Background: an optimization exercise with open tools, aiming at small area, a short achievable clock period and few clock cycles per item. Do not read the settings as production practice. The RTL was checked by simulation tests, not by an equivalence proof against the original design. Power figures rest on the tool's default switching activity, not on a simulated workload.

==> inputs of 11-10 <==
==> flow/design.v (excerpt) <==
module rv_exec_core #(
    parameter int NUM_REGS = 32
) (
    input  logic        clk,
    input  logic        rst_n,
    input  logic [31:0] instr,
    input  logic        instr_req,
    input  logic        result_ack,
    output logic        instr_ack,
    output logic        result_req,
    output logic [4:0]  result_rd,
    output logic [31:0] result_data,
    output logic        result_illegal
);
export LEC_CHECK = 0
export ABC_AREA = 1
export CAP_MARGIN = 20
export CORE_MARGIN = 2
export CORE_UTILIZATION = 60
export CTS_CLUSTER_DIAMETER = 100
export CTS_CLUSTER_SIZE = 26
export PLACE_DENSITY = 0.75
export SETUP_SLACK_MARGIN = 4.7
export SLEW_MARGIN = 20
create_clock -name core_clock -period 7.5 [get_ports {clk}]
run.sh (not shown) runs the stock make flow with config.mk's settings and CLKGATE_MAP_FILE= SYNTH_SCRIPT=/design/flow/synth_recipe.tcl, a recipe that flattens the netlist after the stock synthesis.
==> inputs of 01-24, as changes to 11-10 <==
--- a/flow/design.v
+++ b/flow/design.v
@@ -21,28 +21,28 @@
         for (int i = 1; i < 32; i++)
             onehot[i] = (r == 5'(i));
     endfunction
     function automatic logic [31:0] rev32(input logic [31:0] x);
         for (int i = 0; i < 32; i++)
             rev32[i] = x[31 - i];
     endfunction
-    logic [31:7] ir;
-    logic [2:0]  ir_cls;        
+    logic [31:0] ir;
     logic        ir_valid;
     logic        ir_ph;         
     logic [31:1] rsel;          
     logic        fwd_out;       
     logic [31:0] op1;
     logic [31:0] op2;
     logic        fwd1;          
     logic        ex_valid;
     logic [4:0]  ex_rd;
     logic        ex_we;
     logic        ex_ill;
     logic        ex_sra;
+    logic [4:0]  ex_sh;         
     logic        s_add, s_sub, s_cmp, s_xor, s_or, s_and, s_srl, s_sll;
     logic        out_pend;      
     logic        out_we;        
     logic        rf_clr;        
     logic [31:0] regs [1:31];
     logic ir_free, accept, p0, p1, ex_go, have;
     assign ir_free = !ir_valid || ir_ph;
@@ -77,16 +77,15 @@
             out_pend <= have && result_ack;
             if (ex_go)
                 out_we <= ex_we;
         end
     end
     always_ff @(posedge clk) begin
         if (ir_free) begin
-            ir     <= instr[31:7];
-            ir_cls <= {instr[6:0] == OPC_OP, instr[6:0] == OPC_OP_IMM, instr[6:0] == OPC_LUI};
+            ir    <= instr;
             ir_ph <= 1'b0;
         end else if (p0) begin
             ir_ph <= 1'b1;
         end
         if (ir_free || p0)
             rsel <= fwd_nx ? 31'd0 : onehot(raddr_nx);
     end
@@ -114,28 +113,32 @@
     logic       out_we_nx;
     assign raddr_nx  = ir_free ? instr[19:15] : p0 ? ir[24:20] : ir[19:15];
     assign out_rd_nx = ex_go ? ex_rd : result_rd;
     assign out_we_nx = rst_n && (ex_go ? ex_we : out_we);
     assign fwd_nx    = out_we_nx && (out_rd_nx == raddr_nx);
     always_ff @(posedge clk)
         fwd_out <= fwd_nx;
+    logic [6:0]  opc;
     logic [2:0]  f3;
     logic [6:0]  f7;
     logic        is_op, is_opimm, is_lui;
     logic        f7_base, f7_alt;
     logic        legal;
     logic        alu_i;         
     logic        alt;
     logic        is_sub, is_slt, is_sltu;
     logic [31:0] imm;
     logic [31:0] src1;
     logic [31:0] src2;
+    assign opc      = ir[6:0];
     assign f3       = ir[14:12];
     assign f7       = ir[31:25];
-    assign {is_op, is_opimm, is_lui} = ir_cls;
+    assign is_op    = (opc == OPC_OP);
+    assign is_opimm = (opc == OPC_OP_IMM);
+    assign is_lui   = (opc == OPC_LUI);
     assign f7_base  = (f7 == 7'b0000000);
     assign f7_alt   = (f7 == 7'b0100000);
     always_comb begin
         legal = 1'b0;
         if (is_lui)
             legal = 1'b1;
         else if (is_opimm)
@@ -168,14 +171,15 @@
             else
                 op1 <= src1;
         end
     end
     always_ff @(posedge clk) begin
         if (p1) begin
             op2    <= {src2[31] ^ is_slt, src2[30:0]};
+            ex_sh  <= (alu_i && (f3 == 3'b001 || f3 == 3'b101)) ? src2[4:0] : 5'd0;
             ex_rd  <= legal ? ir[11:7] : 5'd0;
             ex_we  <= legal && (ir[11:7] != 5'd0);
             ex_ill <= !legal;
             ex_sra <= alu_i && f3 == 3'b101 && alt;
             s_add  <= is_lui || (alu_i && f3 == 3'b000 && !is_sub);
             s_sub  <= is_sub;
             s_cmp  <= is_slt || is_sltu;
@@ -187,15 +191,15 @@
         end
     end
     logic [32:0] sum;
     logic [31:0] sr;
     logic [31:0] sl;
     logic [31:0] alu;
     assign sum  = {1'b0, op1} + {1'b0, op2};
-    assign sr   = 32'($signed({ex_sra & op1[31], op1}) >>> op2[4:0]);
+    assign sr   = 32'($signed({ex_sra & op1[31], op1}) >>> ex_sh);
     assign sl   = rev32(sr);
     assign alu = ({32{s_add}} & sum[31:0])
                | ({32{s_sub}} & ~sum[31:0])
                | ({32{s_xor}} & (op1 ^ op2))
                | ({32{s_or}}  & (op1 | op2))
                | ({32{s_and}} & (op1 & op2))
                | ({32{s_srl}} & sr)
ABC_AREA = unset   (was 1)
CORE_UTILIZATION = 55   (was 60)
PLACE_DENSITY = 0.7   (was 0.75)
SETUP_SLACK_MARGIN = 4.6   (was 4.7)
==> results.py <==
metrics = {
    "synthesis": {
        "synth_xor_area_frac": 0.0102,
    },
    "run_status": {
        "status": "timing/DRC/antenna clean",
    },
    "power": {
        "powerSeq_mw": 7.79,
        "p_comb_frac": 0.125,
    },
    "route": {
        "vias": 33800,
        "first_pass_iters": 9,
    },
}
Source of the figures above: 01-24

==> results.py <==
metrics = {
    "synthesis": {
        "synth_xor_area_frac": 0.00205,
    },
    "route": {
        "vias": 38800,
        "first_pass_iters": 6,
    },
    "power": {
        "powerSeq_mw": 7.93,
    },
    "timing": {
        "max_freq_mhz": 340,
    },
    "run_status": {
        "status": "timing/DRC/antenna clean",
    },
}
Source of the figures above: 11-10

Testbench counts of 11-10, summed over its fixed seeds: cycles 94,143, items 32,000.
Testbench counts of 01-24, summed over its fixed seeds: cycles 94,143, items 32,000.

==> port drivers added, routing unchanged <==
The flow's constraints put no driver on any port. The routed layouts listed below were extracted and timed again, unchanged, in two steps.
Step 1 sets driving cells, clkbuf_16 on the clock port and buf_2 on the other inputs (assumed; they add their load-dependent delay and slew).
Step 2 adds t to the input delays and takes it off the output delays; t is the mean of the earliest and latest rising clock arrival at the registers after step 1. Input paths then give back, and output paths get back, about the clock's delay inside the block.
Slacks: ideal / step 1 / step 2; pairs: ideal / step 1.
run | t (ns) | slack for setup (ns) | clock arrival spread, ns
11-10 | 0.747 | 4.556 / 4.481 / 3.976 | 0.052 / 0.052
01-24 | 0.736 | 4.389 / 4.389 / 3.994 | 0.039 / 0.039
After both steps every run listed still meets setup and hold. The setup slack of 11-10, which loses most, moves by -0.075 ns with the drivers and by -0.580 ns with both steps.
